What follows belongs to an exercise in optimizing a design on an open flow for small area, a short achievable clock period and few clock cycles per item; a production flow would make more cautious choices.
RTL that was checked went through simulation tests only; none was proved equivalent to the original.
Only the layout flow was run in runs 3 and 4; the RTL was not checked for function there.
Power is estimated from default activity; no workload was simulated.

--- flow/run.sh ---
#!/bin/bash
# synth_recipe.tcl (not shown) runs the flow's synth.tcl, then flattens the netlist and writes it again
# the make line also repeats each setting of config.mk as NAME=value (left out here)
make -C /OpenROAD-flow-scripts/flow DESIGN_CONFIG=/design/flow/config.mk WORK_HOME=/design/flow/orfs CLKGATE_MAP_FILE= SYNTH_SCRIPT=/design/flow/synth_recipe.tcl finish
--- flow/design.v ---
`default_nettype none
package msb_pkg;
   localparam int ACTION_WIDTH   = 2;
   localparam int STACK_ID_WIDTH = 2;
   localparam int VALUE_WIDTH    = 32;
   localparam int STATUS_WIDTH   = 2;
   localparam int STACK_SLOTS    = 2 ** STACK_ID_WIDTH;
   localparam int NUM_STACKS_DEFAULT = 4;
   localparam int CAPACITY_DEFAULT   = 16;
   localparam int DATA_WIDTH_DEFAULT = 32;
   typedef enum logic [ACTION_WIDTH-1:0] {
      ACT_PUSH = 2'd0,
      ACT_POP  = 2'd1,
      ACT_PEEK = 2'd2,
      ACT_NOP  = 2'd3
   } action_type;
   typedef enum logic [STATUS_WIDTH-1:0] {
      ST_OK    = 2'd0,
      ST_FULL  = 2'd1,
      ST_EMPTY = 2'd2
   } status_type;
   typedef enum logic {
      PH_IDLE = 1'b0,
      PH_EXEC = 1'b1
   } phase_type;
   typedef struct packed {
      action_type                       action;
      logic [STACK_ID_WIDTH-1:0]        stack_id;
      logic signed [VALUE_WIDTH-1:0]    value;
   } req_type;
   typedef struct packed {
      logic signed [VALUE_WIDTH-1:0]    data;
      status_type                       status;
   } rsp_type;
   typedef struct packed {
      logic start;
      logic out_free;
   } eng_ctrl_type;
   typedef struct packed {
      logic busy;
      logic done;
   } eng_stat_type;
endpackage
`default_nettype wire
`default_nettype none
module msb_ram #(
   parameter int WIDTH = 32,
   parameter int DEPTH = 16
) (
   input  wire logic                       clock,
   input  wire logic [DEPTH-1:0]           wr_en,
   input  wire logic [WIDTH-1:0]           wr_data,
   input  wire logic [$clog2(DEPTH)-1:0]   rd_addr,
   output      logic [WIDTH-1:0]           rd_data
);
   logic [WIDTH-1:0] mem [DEPTH];
   always_ff @(posedge clock) begin
      for (int i = 0; i < DEPTH; i++) begin
         if (wr_en[i]) begin
            mem[i] <= wr_data;
         end
      end
   end
   assign rd_data = mem[rd_addr];
endmodule
`default_nettype wire
`default_nettype none
module msb_engine #(
   parameter int NUM_STACKS = msb_pkg::NUM_STACKS_DEFAULT,
   parameter int CAPACITY   = msb_pkg::CAPACITY_DEFAULT,
   parameter int DATA_WIDTH = msb_pkg::DATA_WIDTH_DEFAULT
) (
   input  wire logic                    clock,
   input  wire logic                    reset,
   input  wire logic                    req_valid,
   output      logic                    req_ready,
   input  wire msb_pkg::req_type        req,
   output      logic                    rsp_valid,
   input  wire logic                    rsp_ready,
   output      msb_pkg::rsp_type        rsp
);
   localparam int AW = $clog2(CAPACITY);
   localparam int NS = msb_pkg::STACK_SLOTS;
   logic [AW-1:0]       head_ff [NS];
   logic [NS-1:0]       ne_ff;           
   logic [AW-1:0]       link_ff [CAPACITY];
   logic [CAPACITY-1:0] bot_ff;          
   logic [CAPACITY-1:0] used_ff;
   logic                rsp_valid_ff;
   msb_pkg::status_type rsp_status_ff;
   logic                rsp_hit_ff;
   logic [AW-1:0]       rsp_ptr_ff;
   logic [CAPACITY-1:0] alloc_oh;
   logic [AW-1:0]       alloc_idx;
   logic                full;
   logic                accept;
   logic [AW-1:0]       head_s;
   logic                ne_s;
   logic                sid_ok;
   logic                is_push, is_pop, is_rd;
   logic                push_ok, pop_ok;
   logic [DATA_WIDTH-1:0] rd_data;
   always_comb begin
      alloc_oh  = '0;
      alloc_idx = '0;
      for (int i = CAPACITY - 1; i >= 0; i--) begin
         if (!used_ff[i]) begin
            alloc_oh  = '0;
            alloc_oh[i] = 1'b1;
            alloc_idx = AW'(i);
         end
      end
      full = &used_ff;
   end
   assign req_ready = !rsp_valid_ff || rsp_ready;
   assign accept    = req_valid && req_ready;
   assign head_s  = head_ff[req.stack_id];
   assign sid_ok  = (req.stack_id < msb_pkg::STACK_ID_WIDTH'(NUM_STACKS)) || (NUM_STACKS >= NS);
   assign ne_s    = ne_ff[req.stack_id] && sid_ok;
   assign is_push = (req.action == msb_pkg::ACT_PUSH);
   assign is_pop  = (req.action == msb_pkg::ACT_POP);
   assign is_rd   = (req.action == msb_pkg::ACT_POP) || (req.action == msb_pkg::ACT_PEEK);
   assign push_ok = is_push && !full && sid_ok;
   assign pop_ok  = is_pop && ne_s;
   always_ff @(posedge clock) begin
      if (reset) begin
         used_ff <= '0;
         ne_ff   <= '0;
      end else if (accept) begin
         if (push_ok) begin
            used_ff <= used_ff | alloc_oh;
            ne_ff[req.stack_id] <= 1'b1;
         end
         if (pop_ok) begin
            used_ff[head_s] <= 1'b0;
            ne_ff[req.stack_id] <= !bot_ff[head_s];
         end
      end
   end
   always_ff @(posedge clock) begin
      if (accept) begin
         if (push_ok) begin
            head_ff[req.stack_id] <= alloc_idx;
         end
         if (pop_ok) begin
            head_ff[req.stack_id] <= link_ff[head_s];
         end
      end
   end
   always_ff @(posedge clock) begin
      for (int i = 0; i < CAPACITY; i++) begin
         if (alloc_oh[i]) begin
            link_ff[i] <= head_s;
            bot_ff[i]  <= !ne_s;
         end
      end
   end
   always_ff @(posedge clock) begin
      if (reset) begin
         rsp_valid_ff <= 1'b0;
      end else if (accept) begin
         rsp_valid_ff <= 1'b1;
      end else if (rsp_ready) begin
         rsp_valid_ff <= 1'b0;
      end
   end
   always_ff @(posedge clock) begin
      if (accept) begin
         rsp_hit_ff <= is_rd && ne_s;
         rsp_ptr_ff <= head_s;
         if (is_push && full) begin
            rsp_status_ff <= msb_pkg::ST_FULL;
         end else if (is_rd && !ne_s) begin
            rsp_status_ff <= msb_pkg::ST_EMPTY;
         end else begin
            rsp_status_ff <= msb_pkg::ST_OK;
         end
      end
   end
   msb_ram #(
      .WIDTH (DATA_WIDTH),
      .DEPTH (CAPACITY)
   ) u_data_ram (
      .clock   (clock),
      .wr_en   (alloc_oh & {CAPACITY{req_ready}}),
      .wr_data (req.value[DATA_WIDTH-1:0]),
      .rd_addr (rsp_ptr_ff),
      .rd_data (rd_data)
   );
   assign rsp_valid  = rsp_valid_ff;
   assign rsp.status = rsp_status_ff;
   assign rsp.data   = rsp_hit_ff ? msb_pkg::VALUE_WIDTH'(rd_data) : '0;
endmodule
`default_nettype wire
`default_nettype none
module multi_stack_shared_buffer_core #(
   parameter int NUM_STACKS = msb_pkg::NUM_STACKS_DEFAULT,
   parameter int CAPACITY   = msb_pkg::CAPACITY_DEFAULT,
   parameter int DATA_WIDTH = msb_pkg::DATA_WIDTH_DEFAULT
) (
   input  wire logic        clock,
   input  wire logic        reset,
   input  wire logic        req_tvalid,
   output      logic        req_tready,
   input  wire logic [31:0] req_tdata,    
   input  wire logic [3:0]  req_tuser,    
   output      logic        rsp_tvalid,
   input  wire logic        rsp_tready,
   output      logic [31:0] rsp_tdata,    
   output      logic [1:0]  rsp_tuser     
);
   msb_pkg::req_type req;
   msb_pkg::rsp_type rsp;
   assign req.action   = msb_pkg::action_type'(req_tuser[1:0]);
   assign req.stack_id = req_tuser[3:2];
   assign req.value    = req_tdata;
   msb_engine #(
      .NUM_STACKS (NUM_STACKS),
      .CAPACITY   (CAPACITY),
      .DATA_WIDTH (DATA_WIDTH)
   ) u_engine (
      .clock     (clock),
      .reset     (reset),
      .req_valid (req_tvalid),
      .req_ready (req_tready),
      .req       (req),
      .rsp_valid (rsp_tvalid),
      .rsp_ready (rsp_tready),
      .rsp       (rsp)
   );
   assign rsp_tdata = rsp.data;
   assign rsp_tuser = rsp.status;
endmodule
`default_nettype wire
--- flow/constraint.sdc ---
create_clock -name core_clock -period 4.0 [get_ports {clock}]
set_input_delay 0.8000 -clock core_clock [delete_from_list [all_inputs] [get_ports {clock}]]
set_output_delay 0.8000 -clock core_clock [all_outputs]
set_load 0.01 [all_outputs]
--- flow/config.mk ---
export PLATFORM = sky130hd
export DESIGN_NAME = multi_stack_shared_buffer_core
export DESIGN_NICKNAME = multi_stack_shared_buffer_core
export VERILOG_FILES = /design/flow/design.v
export SDC_FILE = /design/flow/constraint.sdc
export NUM_CORES = 4
export LEC_CHECK = 0
export CAP_MARGIN = 20
export CORE_MARGIN = 2
export CORE_UTILIZATION = 40
export SLEW_MARGIN = 20
==> metrics.md, run 1 <==
| Metric | Value |
|---|---|
| Mapped Nets | 1545 |
| Max frequency | 252 MHz |
| VDD IR-drop max | 0.292 mV |
| Post-synth top area share | 0.753 |
| P_leak | 0.00982 µW |
| I/O pins | 76 |
| Via count | 15608 |
| CP Class | reg -> out |
| Area growth from synthesis to layout | 22.1% |
| TritonCTS Sinks | 636 |
| Post-synth EDFFs | 615 |
| Psw | 3150 µW |
| Initial Util | 0.405 |
| Final hold violation count | 0 |
| IO buf count | 75 |
| Status | no timing/DRC/antenna violations |
| Seq/Total Area, Yosys | 0.770 |
| Async S/R FF share, synth | 0 |
| Die area | 0.0633 mm² |
| Clock buffer depth | 3 |
| Min-Delay Path Class | reg -> reg |
| Logic pwr share | 0.054 |
| Final net count | 1757 |
| Power, Total | 14600 µW |
| DIE HEIGHT | 252 µm |
| Syn Std Cell Area | 0.0245 mm² |
| Min cycle time layout | 3.96 ns |
| Clock skew | 0.0184 ns |
| CTS root buf | clkbuf_16 |
| Crit path DAT | 3.16 ns |
| Clk pwr share | 0.442 |
| YS warnings | 4 |
| Number of buffers created by CTS | 69 |
| Final period util | 0.990 |
| Antenna cells | 0 |
| Top FF cell, synth | edfxtp_1 |
| WL final | 74100 µm |
| Cell Rows | 90 |
| Gr usage total | 0.231 |
| Die W | 252 µm |
| Endpoints failing setup | 0 |
| Drt first pass iters | 6 |
| Internal power | 11500 µW |
| Drt wl/cell | 29.2 µm |
| Max Slew Vio Count | 0 |
| Layout cells sized above 1 | 0.200 |
| Slew HR | 0.371 |
| Critical Path Source Type | flop |
| Mapped Cells | 1494 |
| Power Density | 489 mW/mm² |
| Initial antenna violation count | 0 |
| H-tree depth | 3 |
| Iter 0 DRT Violations | 1951 |
| Inst Count DP | 2388 |
| FF+latch count, synth | 636 |
| Worst EP required | 3.20 ns |
| CP max FO | 13 |
| CTS clock-pin slew for the worst setup and hold paths | 0.06 ns |
| Core Region | 0.0605 mm² |
| Post-DP HPWL | 42500 µm |
| Slew @ Worst Pin | 0.941 ns |
| Ranking of synthesized cells by area | edfxtp_1 (75%), a22oi_1 (3.1%), dfxtp_1 (1.7%), a221oi_1 (1.4%), nor2_1 (1.2%) |
| Count of non-filler cells in the finished layout | 2539 |
| Area leader, netlist | edfxtp_1 |
| First-pass GRT wire length | 106000 µm |
| Worst-Skew Late Latency | 0.62 ns |
| Largest net degree at the start of global routing | 33 |
| CTS tree | yes |
| Post-route ant nets | 0 |
| Vias per inst | 6.15 |
| Total of max-cap violations | 0 |
| Global route overflow | 0 |
| DR DRC count | 0 |
| Switching Fraction | 0.215 |
| CP Capture Type | output port |
| Yosys cell types | 73 |
| Routability Congestion | 0.914 |
| Sequential share of power | 0.504 |
| Vias in the first global route | 15203 |
| Syn Area/Cell | 16.4 µm² |
## Yosys cell counts (8+ instances only)
library cell,number
edfxtp_1,615
a21oi_1,32
nand2_1,56
nor3_1,41
mux2i_1,27
clkbuf_1,59
a221oi_1,40
nor2_1,78
nand4_1,9
and2_1,11
inv_1,18
and3_1,12
a41oi_1,8
ha_1,11
nand2b_1,8
nand3_1,39
buf_2,13
a31oi_1,27
o21ai_0,55
a222oi_1,25
buf_1,8
a22oi_1,100
nor2b_1,10
dfxtp_1,21
mux2_2,15
o2111ai_1,8
a22o_1,30
## cell usage in the layout (no fill, tap or decap), types with 10 or more instances in the layout
cell,count
edfxtp_1,615
a22oi_1,100
buf_4,124
a21oi_1,30
nor3_2,12
inv_1,16
a31oi_1,26
dlymetal6s2s_1,11
nand3_1,39
a22o_1,30
buf_12,14
o21ai_0,55
nand2_1,55
and3_1,12
clkbuf_16,72
mux2_2,15
a222oi_1,25
nor2_1,63
buf_6,11
mux2i_1,27
a221oi_1,35
clkdlybuf4s50_1,63
clkbuf_1,11
ha_1,11
dfxtp_1,21
clkinv_2,15
nor3_1,27
nor2_2,10
## through the flow
stage | setup WS (ns) | instance area [µm²] | util | TNS (ns) | hold slack [ns]
4_1_cts | 0.00297 | 29700 | 0.490 | 0 | 0.570
3_3_place_gp | 0.127 | 27100 | 0.447 | 0 | 0.557
5_1_grt | -0.0145 | 29900 | 0.495 | -0.0346 | 0.611
6_report | 0.0394 | 29900 | 0.495 | 0 | 0.577
3_5_place_dp | -0.0530 | 27100 | 0.447 | -0.241 | 0.557
2_1_floorplan | -0.795 | 24500 | - | -68.46 | 0.520
## critical path: stages (launching register included)
cell,delay [ns]
edfxtp_1,0.47
buf_4,0.18
buf_4,0.16
inv_1,0.11
buf_8,0.21
o21ai_0,0.14
a21boi_0,0.14
o21ai_0,0.15
nand2_1,0.10
a41oi_2,0.30
clkdlybuf4s50_1,0.59
## path summary, 6_finish.rpt
path,startpoint,to,slack (ns),cells after the start
worst min register to register,u_engine.used_ff[9],u_engine.used_ff[9],0.58,2
worst max register to register,u_engine.used_ff[0],u_engine.u_data_ram.mem[15][8],0.51,5
worst max-delay path,u_engine.rsp_ptr_ff[1],rsp_tdata[13],0.04,10
worst min-delay path,u_engine.used_ff[9],u_engine.used_ff[9],0.58,2
## cells by family (layout without fill, tap and decap cells)
family,after synthesis,count (layout),share of synthesized area
buf+inv,109,372,0.0194
xor+xnor,3,3,0.00107
flops,636,636,0.770
compound gates,406,406,0.125
fa+ha+maj,11,11,0.00561
simple gates,281,281,0.0559
mux,48,48,0.0228
## final cells by class
cell class	instances	area, µm²
sequential	636	18900
inverter	21	86.3
timing repair buffer	229	2210
tap	782	978
clock inverter	38	462
fill	4990	30500
multi-input combinational	749	5450
clock buffer	84	1850
## timing repair
action	4_1_cts	5_1_grt
setup endpoints to repair	30	22
resized for setup	38	41
setup buffers	14	13
hold buffers	0	0
pin swaps	5	10
cloned	1	1
## state kept, by name, indices dropped and copies added, names as in the netlist
name	cells
u_engine.rsp_valid_ff	1
u_engine.rsp_ptr_ff	4
u_engine.rsp_status_ff	2
u_engine.u_data_ram.mem	512
u_engine.bot_ff	16
u_engine.ne_ff	4
u_engine.link_ff	64
u_engine.used_ff	16
u_engine.head_ff	16
u_engine.rsp_hit_ff	1
## power by group through the flow
stage / Sequential, µW / Combinational (µW) / Clock, µW
2_1_floorplan: 7510 / 325 / 0
3_3_place_gp: 7510 / 712 / 0
3_5_place_dp: 7520 / 722 / 0
4_1_cts: 7380 / 754 / 6540
5_1_grt: 7380 / 829 / 6820
6_report: 7380 / 784 / 6470
## layer usage
layer	wire, µm	GRT usage
met2	34700	0.363
met1	30900	0.328
met5	0	0
met4	1550	0.0646
met3	6930	0.0469
Testbench counts, summed over its fixed seeds: cycles 8,008, items 8,000.
==> run 2: changes to the inputs <==
--- a/flow/design.v
+++ b/flow/design.v
@@ -85,5 +85,4 @@
    logic [NS-1:0]       ne_ff;           
    logic [AW-1:0]       link_ff [CAPACITY];
-   logic [CAPACITY-1:0] bot_ff;          
    logic [CAPACITY-1:0] used_ff;
    logic                rsp_valid_ff;
@@ -101,4 +100,6 @@
    logic                push_ok, pop_ok;
    logic [DATA_WIDTH-1:0] rd_data;
+   logic [AW-1:0]       below_s;
+   logic                last_s;          
    always_comb begin
       alloc_oh  = '0;
@@ -118,4 +119,6 @@
    assign sid_ok  = (req.stack_id < msb_pkg::STACK_ID_WIDTH'(NUM_STACKS)) || (NUM_STACKS >= NS);
    assign ne_s    = ne_ff[req.stack_id] && sid_ok;
+   assign below_s = link_ff[head_s];
+   assign last_s  = (below_s == head_s);    
    assign is_push = (req.action == msb_pkg::ACT_PUSH);
    assign is_pop  = (req.action == msb_pkg::ACT_POP);
@@ -134,5 +137,5 @@
          if (pop_ok) begin
             used_ff[head_s] <= 1'b0;
-            ne_ff[req.stack_id] <= !bot_ff[head_s];
+            ne_ff[req.stack_id] <= !last_s;
          end
       end
@@ -144,5 +147,5 @@
          end
          if (pop_ok) begin
-            head_ff[req.stack_id] <= link_ff[head_s];
+            head_ff[req.stack_id] <= below_s;
          end
       end
@@ -151,6 +154,5 @@
       for (int i = 0; i < CAPACITY; i++) begin
          if (alloc_oh[i]) begin
-            link_ff[i] <= head_s;
-            bot_ff[i]  <= !ne_s;
+            link_ff[i] <= ne_s ? head_s : alloc_idx;
          end
       end
==> metrics.md, run 2 <==
| Metric | Value |
|---|---|
| Clock buffer depth | 3 (unchanged) |
| Max reg flops | 512 (unchanged) |
| Gr usage total | 0.216 (-0.0154) |
| Slew HR | 0.462 (+0.0910) |
| Mapped Nets | 1457 (-5.7%) |
| Vias per inst | 5.95 (-3.2%) |
| Min cycle time layout | 3.93 ns (-0.0283 ns) |
| Total of max-cap violations | 0 (unchanged) |
| Initial antenna violation count | 4 (+4) |
| Top FF cell, synth | edfxtp_1 |
| Core Region | 0.0579 mm² (-4.2%) |
| RSZ-0062 raised after global routing | yes |
| CTS tree | yes |
| Area of the multi-input gates | 0.00498 mm² (-8.7%) |
| Final hold violation count | 0 (unchanged) |
| Hold_buf cts | 0 (unchanged) |
| Syn Std Cell Area | 0.0235 mm² (-4.0%) |
| Number of buffers created by CTS | 66 (-4.3%) |
| Power Density | 490 mW/mm² (+0.24%) |
| Via count | 14262 (-8.6%) |
| CP Capture Type | output port |
| Endpoints failing setup | 0 (unchanged) |
| VDD IR-drop max | 0.356 mV (+22%) |
| H-tree depth | 3 (unchanged) |
| Layout cells sized above 1 | 0.185 (-0.0152) |
| WL final | 65300 µm (-12%) |
| Switching Fraction | 0.217 (+0.00221) |
| Fillers | 4899 (-1.8%) |
| Area growth from synthesis to layout | 20.4% |
| Most numerous cell in the Yosys netlist | edfxtp_1 |
| Max frequency | 254 MHz (+0.72%) |
| Final period util | 0.983 (-0.00707) |
| Initial Util | 0.406 (+0.000906) |
| Status | no timing/DRC/antenna violations |
| Largest net degree at the start of global routing | 33 (unchanged) |
| CTS root buf | clkbuf_16 |
| Async S/R FF share, synth | 0 (unchanged) |
| Syn Area/Cell | 16.7 µm² (+2.0%) |
| Post-synth EDFFs | 599 (-2.6%) |
| Logic pwr share | 0.058 (+0.004) |
| Post-synth top area share | 0.764 (+0.0111) |
| Drt wl/cell | 27.2 µm (-6.6%) |
| Drt first pass iters | 5 (-1) |
| CP max FO | 16 (+3) |
| Clock skew | 0.0211 ns (+0.00263 ns) |
| Global route overflow | 0 (unchanged) |
| Slew @ Worst Pin | 0.800 ns (-0.140 ns) |
| TritonCTS Sinks | 620 (-2.5%) |
| P_leak | 0.00906 µW (-7.7%) |
| Commonest non-fill, non-tap cell in the layout | edfxtp_1 |
| I/O pins | 76 (unchanged) |
| Die area | 0.0608 mm² (-3.9%) |
| Worst Slack Setup Final | 0.0677 ns (+0.0283 ns) |
| Max Slew Vio Count | 0 (unchanged) |
| Area leader, netlist | edfxtp_1 |
| Slowest Stage Delay on Critical Path | 0.55 ns (-0.04 ns) |
| CTS clock-pin slew for the worst setup and hold paths | 0.06 ns (about the same) |
| Min-Delay Path Class | reg -> reg |
| Final net count | 1631 (-7.2%) |
| Most frequent cells after synthesis | edfxtp_1 (599), a22oi_1 (182), clkbuf_1 (71) |
| DIE HEIGHT | 247 µm (-2.0%) |
| Most frequent cells in the layout | edfxtp_1 (599), a22oi_1 (182), buf_4 (95) |
| YS warnings | 4 (unchanged) |
| Fin util | 0.489 (-0.00554) |
| Die W | 247 µm (-2.0%) |
| Clk pwr share | 0.423 (-0.019) |
| Iter 0 DRT Violations | 1515 (-22%) |
| Largest register by flop count | u_engine.u_data_ram.mem |
| Critical Path Source Type | flop |
| Worst EP required | 3.20 ns (about the same) |
| Psw | 3020 µW (-4.1%) |
| Mapped Cells | 1406 (-5.9%) |
| DP Worst Slack | -0.338 ns (-0.285 ns) |
| Internal power | 10900 µW (-5.3%) |
| Cell Rows | 88 (-2.2%) |
| Worst-Skew Late Latency | 0.61 ns (about the same) |
| FF+latch area | 0.0184 mm² (-2.5%) |
| Seq/Total Area, Yosys | 0.782 (+0.0118) |
| Crit path buf inv count | 3 (-2) |
| Vias in the first global route | 14184 (-6.7%) |
| CP Class | reg -> out |
| DR DRC count | 0 (unchanged) |
| Delay-heaviest family, CP | buffers and inverters |
| Routability Congestion | 0.825 (-9.7%) |
| Crit path max-delay cell type | edfxtp_1 |
| Yosys cell types | 64 (-12%) |
| Crit path DAT | 3.13 ns (-0.03 ns) |
| Post-DP HPWL | 35500 µm (-16%) |
| First-pass GRT wire length | 94700 µm (-11%) |
| Post-route ant nets | 0 (unchanged) |
| Ranking of synthesized cells by area | edfxtp_1 (76%), a22oi_1 (5.8%), dfxtp_1 (1.8%), o221a_2 (1.5%), nand4_1 (1.2%) |
| Sequential share of power | 0.519 (+0.015) |
| IO buf count | 75 (unchanged) |
| FF+latch count, synth | 620 (-2.5%) |
| Biggest regs | u_engine.u_data_ram.mem: 512 flops, u_engine.link_ff: 64 flops |
| Crit-path cells | nand2b_4 > nor2_4 > buf_4 > buf_12 > a22o_1 > a221oi_1 > nand3_1 > o221a_2 > clkdlybuf4s50_1 |
## run 2: per-stage QoR
stage          setup TNS (ns)  total power, µW  cell area, µm²  hold WS, ns  instances
5_1_grt                -0.100            14300           28300        0.594       2397
4_1_cts                     0            14000           28200        0.547       2385
3_5_place_dp            -1.87             8130           26100        0.534       2260
3_3_place_gp            -1.52             8120           26100        0.535       2260
6_report                    0            13900           28300        0.549       2397
2_1_floorplan               0             7700           23600        0.504       1406
## run 2: what timing repair did
item                       in CTS  in global routing
setup endpoints to repair      30                 29
pin swaps                       1                  1
gates cloned                    0                  0
buffers inserted                6                 11
gates resized for setup         8                  5
## run 2: power by group through the flow
stage	Sequential, µW	Combinational, µW	Clock, µW
floorplan	7340	365	0
global placement	7350	771	0
detailed placement	7350	780	0
CTS	7210	792	5970
global route	7210	868	6240
finish	7210	808	5870
## run 2: kinds of logic (layout without fill, tap and decap cells)
family,after synthesis,after routing,synth area share
AO/OA/AOI/OAI,386,386,0.125
XOR/XNOR,2,2,0.000744
adder cells (fa/ha/maj),11,11,0.00585
buffers and inverters,98,323,0.0171
flip-flops,620,620,0.782
multiplexers,21,21,0.0115
other,0,1,0
AND/OR/NAND/NOR,268,268,0.0582
## run 2: layer usage
layer	track usage	wire, µm	up-vias	part of all wire
li1	-	-	6177	-
met1	0.290	26600	7306	0.41
met2	0.356	32000	657	0.49
met3	0.0438	5120	116	0.078
met4	0.0608	1520	6	0.023
met5	0	39	-	0.00060
## run 2: tightest hold or removal path, delay by kind of cell, from the launching register on
family | cells | cell delay [ns]
and+or+nand+nor | 1 | 0.05
DFF | 1 | 0.33
AOI/OAI and AO/OA | 1 | 0.12
## run 2: final cells by class
type,instances,share of cell area
Inverter,14,0.00185
Timing Repair Buffer,190,0.0656
Tap cell,765,0.0338
Antenna cell,1,0.0000883
Clock buffer,79,0.0603
Clock inverter,40,0.0131
Sequential cell,620,0.649
Multi-Input combinational cell,688,0.176
## run 2: path summary, 6_finish.rpt
kind	start	end	slack (ns)	cells past startpoint
worst max-delay path	u_engine.rsp_ptr_ff[2]	rsp_tdata[31]	0.07	9
worst min-delay path	u_engine.used_ff[15]	u_engine.used_ff[15]	0.55	2
worst max register to register	u_engine.used_ff[0]	u_engine.u_data_ram.mem[11][26]	0.69	7
worst min register to register	u_engine.used_ff[15]	u_engine.used_ff[15]	0.55	2
Testbench counts of run 2, summed over its fixed seeds: cycles 8,008, items 8,000.
==> run 3: changes to the inputs <==
--- a/flow/design.v
+++ b/flow/design.v
@@ -88,6 +88,5 @@
    logic                rsp_valid_ff;
    msb_pkg::status_type rsp_status_ff;
-   logic                rsp_hit_ff;
-   logic [AW-1:0]       rsp_ptr_ff;
+   logic [DATA_WIDTH-1:0] rsp_data_ff;
    logic [CAPACITY-1:0] alloc_oh;
    logic [AW-1:0]       alloc_idx;
@@ -169,6 +168,5 @@
    always_ff @(posedge clock) begin
       if (accept) begin
-         rsp_hit_ff <= is_rd && ne_s;
-         rsp_ptr_ff <= head_s;
+         rsp_data_ff <= (is_rd && ne_s) ? rd_data : '0;
          if (is_push && full) begin
             rsp_status_ff <= msb_pkg::ST_FULL;
@@ -185,12 +183,12 @@
    ) u_data_ram (
       .clock   (clock),
-      .wr_en   (alloc_oh & {CAPACITY{req_ready}}),
+      .wr_en   (alloc_oh),
       .wr_data (req.value[DATA_WIDTH-1:0]),
-      .rd_addr (rsp_ptr_ff),
+      .rd_addr (head_s),
       .rd_data (rd_data)
    );
    assign rsp_valid  = rsp_valid_ff;
    assign rsp.status = rsp_status_ff;
-   assign rsp.data   = rsp_hit_ff ? msb_pkg::VALUE_WIDTH'(rd_data) : '0;
+   assign rsp.data   = msb_pkg::VALUE_WIDTH'(rsp_data_ff);
 endmodule
 `default_nettype wire
--- a/flow/config.mk
+++ b/flow/config.mk
@@ -9,3 +9,4 @@
 export CORE_MARGIN = 2
 export CORE_UTILIZATION = 40
+export SETUP_SLACK_MARGIN = 1.5
 export SLEW_MARGIN = 20
==> metrics.md, run 3 <==
| Metric | Value |
|---|---|
| Max reg flops | 512 (unchanged) |
| Min-delay src | u_engine.rsp_valid_ff |
| Yosys cell types | 63 (-1.6%) |
| Vias in the first global route | 14623 (+3.1%) |
| Power, Total | 14400 µW (+3.5%) |
| Routability Congestion | 0.862 (+4.4%) |
| Number of buffers created by CTS | 68 (+3.0%) |
| Drt first pass iters | 9 (+4) |
| Biggest regs | u_engine.u_data_ram.mem: 512 flops, u_engine.link_ff: 64 flops, u_engine.rsp_data_ff: 32 flops |
| Post-route ant nets | 0 (unchanged) |
| CP dominant cell by count | buf_6 |
| CP Class | reg -> reg |
| Endpoints failing setup | 0 (unchanged) |
| Min Hold Slack | 0.526 ns (-0.0229 ns) |
| Final net count | 1720 (+5.5%) |
| CTS tree | yes |
| Crit path max-delay cell type | mux4_2 |
| Critical Path Start | u_engine.head_ff[2][1] |
| Max frequency | 328 MHz (+29%) |
| Mapped Nets | 1426 (-2.1%) |
| Post-synth EDFFs | 626 (+4.5%) |
| Slew HR | 0.323 (-0.139) |
| IO buf count | 75 (unchanged) |
| CTS clock-pin slew for the worst setup and hold paths | 0.06 ns (about the same) |
| FF+latch count, synth | 647 (+4.4%) |
| Worst-Skew Late Latency | 0.62 ns (about the same) |
| YS warnings | 4 (unchanged) |
| DIE HEIGHT | 249 µm (+1.1%) |
| Post-synth top area share | 0.782 (+0.0173) |
| RSZ-0062 raised after global routing | yes |
| CP Capture Type | flop |
| Area growth from synthesis to layout | 28.4% |
| Worst R2R Start | u_engine.head_ff[2][1] |
| Syn Std Cell Area | 0.0241 mm² (+2.2%) |
| Largest register by flop count | u_engine.u_data_ram.mem |
| Largest net degree at the start of global routing | 38 (+15%) |
| Clock buffer depth | 3 (unchanged) |
| Ranking of synthesized cells by area | edfxtp_1 (78%), a22oi_1 (2.9%), a222oi_1 (2.0%), dfxtp_1 (1.7%), a221oi_1 (1.5%) |
| CTS root buf | clkbuf_16 |
| Drt wl/cell | 28.4 µm (+4.1%) |
| I/O pins | 76 (unchanged) |
| Layout cells sized above 1 | 0.290 (+0.105) |
| Hold_buf cts | 0 (unchanged) |
| VDD IR-drop max | 0.284 mV (-20%) |
| Worst EP required | 4.36 ns (+1.16 ns) |
| Most frequent cells after synthesis | edfxtp_1 (626), a22oi_1 (92), nand2_1 (87) |
| Post-DP HPWL | 37500 µm (+5.5%) |
| Most frequent cells in the layout | edfxtp_1 (626), buf_4 (149), nand2_1 (82) |
| Clock skew | 0.0415 ns (+0.0205 ns) |
| Syn Area/Cell | 17.5 µm² (+4.6%) |
| DR DRC count | 0 (unchanged) |
| Slew @ Worst Pin | 1.01 ns (+0.213 ns) |
| Via count | 14883 (+4.4%) |
| TritonCTS Sinks | 647 (+4.4%) |
| Mapped Cells | 1374 (-2.3%) |
| Critical Path Source Type | flop |
| First-pass GRT wire length | 99400 µm (+5.0%) |
| Gr usage total | 0.220 (+0.00397) |
| Top FF cell, synth | edfxtp_1 |
| P_leak | 0.0102 µW (+13%) |
| WL final | 70600 µm (+8.1%) |
| CP max FO | 6 (-10) |
| Final hold violation count | 0 (unchanged) |
| Initial Util | 0.406 (about the same) |
| Total of max-cap violations | 0 (unchanged) |
| Crit path DAT | 3.40 ns (+0.27 ns) |
| Async S/R FF share, synth | 0 (unchanged) |
| Power Density | 465 mW/mm² (-5.1%) |
| Core Region | 0.0592 mm² (+2.3%) |
| Commonest non-fill, non-tap cell in the layout | edfxtp_1 |
| Max Slew Vio Count | 0 (unchanged) |
| Most numerous cell in the Yosys netlist | edfxtp_1 |
| Die area | 0.0621 mm² (+2.2%) |
| Min-Delay Path Class | reg -> reg |
| Iter 0 DRT Violations | 1886 (+24%) |
| Status | no timing/DRC/antenna violations |
| Min cycle time layout | 3.05 ns (-0.885 ns) |
| Die W | 249 µm (+1.1%) |
| Area leader, netlist | edfxtp_1 |
| Slowest Stage Delay on Critical Path | 0.58 ns (+0.03 ns) |
| Crit-path cells | mux4_2 > ha_4 > buf_12 > buf_6 > and3b_2 > buf_6 > buf_12 > buf_6 > a222oi_1 > nand2_1 > a2111oi_4 > nor2_1 |
| Global route overflow | 0 (unchanged) |
| Cell Rows | 89 (+1.1%) |
| Seq/Total Area, Yosys | 0.799 (+0.0169) |
| H-tree depth | 3 (unchanged) |
| Vias per inst | 5.98 (+0.50%) |
| Final period util | 0.762 (-0.221) |
| Initial antenna violation count | 5 (+1) |
==> run 3: changes by cell type in the layout (fill, tap and decap cells not counted), sizes merged, moves of 21 or more <==
cell    change
nand4      -21
o221a      -24
buf       +116
a22oi      -90
nand2      +36
a222oi     +45
edfxtp     +27
nor3       -21
a21oi      -22
==> run 3: path summary, 6_finish.rpt <==
kind	end	slack (ns)	depth (start not counted)
min reg2reg	u_engine.rsp_valid_ff	0.53	2
max reg2reg	u_engine.rsp_data_ff[12]	0.95	12
max	u_engine.rsp_data_ff[12]	0.95	12
min	u_engine.rsp_valid_ff	0.53	2
==> run 3: kinds of logic (layout without fill, tap and decap cells) <==
logic type | Yosys count | in the layout | share of synthesized area
AO/OA/AOI/OAI | 339 | 339 | 0.110
XOR/XNOR | 7 | 7 | 0.00255
adder cells (fa/ha/maj) | 12 | 12 | 0.00624
buffers and inverters | 103 | 439 | 0.0182
flip-flops | 647 | 647 | 0.799
multiplexers | 28 | 29 | 0.0149
other | 0 | 4 | 0
AND/OR/NAND/NOR | 238 | 239 | 0.0487
==> run 3: area by class of cell <==
type	count	area, µm²
Antenna cell	4	10.0
Clock buffer	89	1790
Clock inverter	25	278
Fill cell	4719	28400
Inverter	19	81.3
Multi-Input combinational cell	626	5350
Sequential cell	647	19200
Tap cell	773	967
Timing Repair Buffer	306	3180
==> run 3: power by group <==
| part | internal, µW | switching, µW | leakage (µW) |
|---|---|---|---|
| registers | 7490 | 24.0 | 0.00589 |
| logic | 391 | 501 | 0.00332 |
| clock network | 3370 | 2590 | 0.000999 |
==> run 3: layer usage <==
metal | routed length [µm] | vias up | share of wire | global-route usage
met1 | 29400 | 7696 | 0.42 | 0.304
met3 | 6080 | 133 | 0.086 | 0.0455
li1 | - | 6279 | - | -
met4 | 2110 | 4 | 0.030 | 0.0671
met5 | 103 | - | 0.0015 | 0
met2 | 32900 | 771 | 0.47 | 0.351
==> run 3: through the flow <==
step / util / area [µm²] / worst slack, ns / std cells / setup TNS, ns
6_report: 0.521 / 30900 / 0.953 / 2489 / 0
3_5_place_dp: 0.455 / 26900 / -0.198 / 2266 / -2.67
5_1_grt: 0.521 / 30900 / 0.844 / 2487 / 0
3_3_place_gp: 0.455 / 26900 / -0.109 / 2266 / -0.769
2_1_floorplan: - / 24600 / 0.660 / 1374 / 0
4_1_cts: 0.509 / 30100 / 1.04 / 2435 / 0
==> run 3: timing repair <==
action,CTS,global route
endpoints found under the setup margin,269,231
pin swaps,92,80
gates resized for setup,140,76
gates cloned,3,2
setup buffers,52,48
==> run 3: critical path, delay by kind of cell, from the launching register on <==
| family | cells | cell delay (ns) |
|---|---|---|
| multiplexers | 1 | 0.58 |
| AO/OA/AOI/OAI | 2 | 0.50 |
| adder cells (fa/ha/maj) | 1 | 0.23 |
| buffers and inverters | 5 | 0.65 |
| flip-flops | 1 | 0.37 |
| AND/OR/NAND/NOR | 3 | 0.47 |
==> run 4: changes to the inputs <==
--- a/flow/config.mk
+++ b/flow/config.mk
@@ -9,4 +9,7 @@
 export CORE_MARGIN = 2
 export CORE_UTILIZATION = 40
+export CTS_BUF_LIST = sky130_fd_sc_hd__clkbuf_8
+export CTS_CLUSTER_SIZE = 20
 export SETUP_SLACK_MARGIN = 1.5
 export SLEW_MARGIN = 20
+export TNS_END_PERCENT = 0
==> metrics.md, run 4 <==
| Metric | Value |
|---|---|
| Clock buffer depth | 3 (unchanged) |
| Syn Area/Cell | 17.5 µm² (unchanged) |
| Met2 Usage GRT | 0.335 (-0.0160) |
| Initial Util | 0.406 (unchanged) |
| Gr usage total | 0.215 (-0.00467) |
| Power Density | 465 mW/mm² (about the same) |
| Delay-heaviest family, CP | buffers and inverters |
| Worst EP required | 4.54 ns (+0.18 ns) |
| Crit path buf inv count | 6 (+1) |
| Number of buffers created by CTS | 105 (+54%) |
| TNS Setup | 0 ns (unchanged) |
| Vias per inst | 5.89 (-1.4%) |
| Largest net degree at the start of global routing | 40 (+5.3%) |
| CTS tree | yes |
| VDD IR-drop max | 0.287 mV (+1.0%) |
| YS warnings | 4 (unchanged) |
| Die area | 0.0621 mm² (unchanged) |
| Clock skew | 0.0388 ns (-0.00275 ns) |
| Post-synth EDFFs | 626 (unchanged) |
| Global route overflow | 0 (unchanged) |
| Final period util | 0.760 (-0.00211) |
| Syn Std Cell Area | 0.0241 mm² (unchanged) |
| Min-Delay Path Class | reg -> reg |
| Status | no timing/DRC/antenna violations |
| RSZ-0062 raised after global routing | yes |
| Core Region | 0.0592 mm² (unchanged) |
| Slew HR | 0.298 (-0.0250) |
| Most frequent cells after synthesis | edfxtp_1 (626), a22oi_1 (92), nand2_1 (87) |
| CP max FO | 20 (+14) |
| H-tree depth | 3 (unchanged) |
| Final instance area | 0.0289 mm² (-6.5%) |
| Critical Path Source Type | input port |
| Drt wl/cell | 27.3 µm (-3.9%) |
| DR DRC count | 0 (unchanged) |
| WL final | 67300 µm (-4.7%) |
| Mapped Nets | 1426 (unchanged) |
| Area growth from synthesis to layout | 20.1% |
| Crit path max-delay cell type | mux4_2 |
| Mapped Cells | 1374 (unchanged) |
| Routability Congestion | 0.845 (-1.9%) |
| Via count | 14544 (-2.3%) |
| CTS clock-pin slew for the worst setup and hold paths | 0.06 ns (about the same) |
| Ranking of synthesized cells by area | edfxtp_1 (78%), a22oi_1 (2.9%), a222oi_1 (2.0%), dfxtp_1 (1.7%), a221oi_1 (1.5%) |
| Max Slew Vio Count | 0 (unchanged) |
| Largest register by flop count | u_engine.u_data_ram.mem |
| Seq/Total Area, Yosys | 0.799 (unchanged) |
| Busiest grt layer | met2 |
| Met3 Use GR | 0.0468 (+0.00136) |
| Min cycle time layout | 3.04 ns (-0.00842 ns) |
| I/O pins | 76 (unchanged) |
| Slew @ Worst Pin | 1.05 ns (+0.0366 ns) |
| CP Class | in -> reg |
| Iter 0 DRT Violations | 2026 (+7.4%) |
| Placed Area | 0.0268 mm² (-0.62%) |
| M1 GR Usage | 0.310 (+0.00561) |
| DIE HEIGHT | 249 µm (unchanged) |
| Initial antenna violation count | 2 (-3) |
| Layout cells sized above 1 | 0.201 (-0.0888) |
| Area of the multi-input gates | 0.00471 mm² (-12%) |
| Crit-path cells | clkdlybuf4s15_2 > buf_4 > buf_4 > mux4_2 > buf_12 > buf_4 > mux2i_1 > o2bb2ai_1 > a211o_1 > o22ai_4 > xnor2_2 > nor4_4 > buf_4 > o31ai_1 |
| Most numerous cell in the Yosys netlist | edfxtp_1 |
| IO buf count | 75 (unchanged) |
| Fin util | 0.487 (-0.0339) |
| FF+latch count, synth | 647 (unchanged) |
| Worst-Skew Late Latency | 0.73 ns (+0.11 ns) |
| Max reg flops | 512 (unchanged) |
| Biggest regs | u_engine.u_data_ram.mem: 512 flops, u_engine.link_ff: 64 flops, u_engine.rsp_data_ff: 32 flops |
| Most frequent cells in the layout | edfxtp_1 (626), buf_4 (123), clkbuf_8 (106) |
| Async S/R FF share, synth | 0 (unchanged) |
| Final net count | 1666 (-3.1%) |
| CP Capture Type | flop |
| Max frequency | 329 MHz (+0.28%) |
| Yosys cell types | 63 (unchanged) |
| Hold_buf cts | 0 (unchanged) |
| Fillers | 4993 (+5.8%) |
| Post-route ant nets | 0 (unchanged) |
| TritonCTS Sinks | 647 (unchanged) |
| CP dominant cell by count | buf_4 |
| Post-DP HPWL | 37400 µm (-0.26%) |
| P_leak | 0.00952 µW (-6.8%) |
| Vias in the first global route | 14490 (-0.91%) |
| Commonest non-fill, non-tap cell in the layout | edfxtp_1 |
| Final hold violation count | 0 (unchanged) |
| Slowest Stage Delay on Critical Path | 0.54 ns (-0.04 ns) |
| Drt first pass iters | 6 (-3) |
| Post-synth top area share | 0.782 (unchanged) |
| Die W | 249 µm (unchanged) |
| First-pass GRT wire length | 98100 µm (-1.4%) |
| CTS root buf | clkbuf_8 |
| Total of max-cap violations | 0 (unchanged) |
| Cell Rows | 89 (unchanged) |
| Area leader, netlist | edfxtp_1 |
| Top FF cell, synth | edfxtp_1 |
| Endpoints failing setup | 0 (unchanged) |
| FF+latch area | 0.0192 mm² (about the same) |
| Crit path DAT | 3.58 ns (+0.18 ns) |
run 4: cell counts after synthesis:
No cell type changed its count.
run 4: kinds of logic after synthesis:
group                    count (synthesis)  synth area share
flip-flops                             647             0.799
XOR/XNOR                                 7           0.00255
AO/OA/AOI/OAI                          339             0.110
AND/OR/NAND/NOR                        238            0.0487
buffers and inverters                  103            0.0182
adder cells (fa/ha/maj)                 12           0.00624
multiplexers                            28            0.0149
run 4: worst min-delay path: stages, from the launching register on:
cell and delay [ns]:
dfxtp_1 0.31, nand2b_1 0.11, a21oi_1 0.08
run 4: metal layers:
metal | vias up | wire (µm)
met1 | 7551 | 29000
met3 | 90 | 5900
met2 | 727 | 31200
met4 | 2 | 1160
met5 | - | 13
li1 | 6174 | -
run 4: stage by stage:
stage	instances	total power, µW	hold WS (ns)	worst slack, ns
CTS	2465	13500	0.562	0.927
finish	2468	13400	0.552	0.961
global route	2466	13900	0.590	0.803
global placement	2272	8340	0.514	-0.136
detailed placement	2272	8350	0.549	-0.244
floorplan	1374	7960	0.482	0.447
run 4: repair_timing:
| action | in CTS | in global routing |
|---|---|---|
| pin swaps | 11 | 11 |
| endpoints found under the setup margin | 255 | 410 |
| gates resized for setup | 19 | 16 |
| gates cloned | 0 | 0 |
| setup buffers | 8 | 0 |
run 4: path summary, 6_finish.rpt:
path                                              from                       end  slack [ns]  depth (start not counted)
worst max register to register  u_engine.head_ff[2][0]  u_engine.rsp_data_ff[12]        0.98                         10
worst min register to register   u_engine.rsp_valid_ff     u_engine.rsp_valid_ff        0.55                          2
worst min-delay path             u_engine.rsp_valid_ff     u_engine.rsp_valid_ff        0.55                          2
worst max-delay path                      req_tuser[2]         u_engine.ne_ff[0]        0.96                         14
run 4: area by class of cell:
type	count	share of cell area
sequential	647	0.666
multi-input combinational	624	0.163
timing repair buffer	217	0.0705
clock buffer	106	0.0505
tap	773	0.0335
clock inverter	79	0.0141
inverter	19	0.00247
antenna	3	0.000260
run 4: power by group:
| group | switching, µW | internal (µW) |
|---|---|---|
| logic | 443 | 305 |
| clock network | 2580 | 2600 |
| registers | 22.9 | 7490 |

==> static timing again, ports no longer ideal <==
In the flow no input, the clock included, has a driving cell. The finished layouts below were timed again as built, in two steps. Step 1 assumes that a clkbuf_16 drives the clock port and a buf_2 every other input. Step 2, shift: input delay + t, output delay - t, t = (earliest + latest rising clock arrival at the registers) / 2. This alone moves slack from input paths to output paths. Slacks: ideal / step 1 / step 2; pairs: ideal / step 1.
run | t (ns) | setup slack, ns | worst hold slack (ns) | worst setup path after step 2 | slew at the worst register clock pin (ns)
run 1 | 0.662 | 0.039 / -0.015 / -0.070 | 0.577 / 0.577 / 0.577 | input to register | 0.06 / 0.06
run 2 | 0.653 | 0.068 / 0.013 / -0.383 | 0.549 / 0.549 / 0.549 | input to register | 0.06 / 0.06
run 3 | 0.662 | 0.953 / 0.953 / 0.331 | 0.526 / 0.526 / 0.526 | input to register | 0.06 / 0.06
run 4 | 0.769 | 0.961 / 0.977 / 0.224 | 0.552 / 0.552 / 0.552 | input to register | 0.07 / 0.07
With both steps, setup timing fails in run 1 and run 2, where it was met with ideal ports. The setup slack of run 4, which loses most, moves by +0.016 ns with the drivers and by -0.737 ns with both steps.
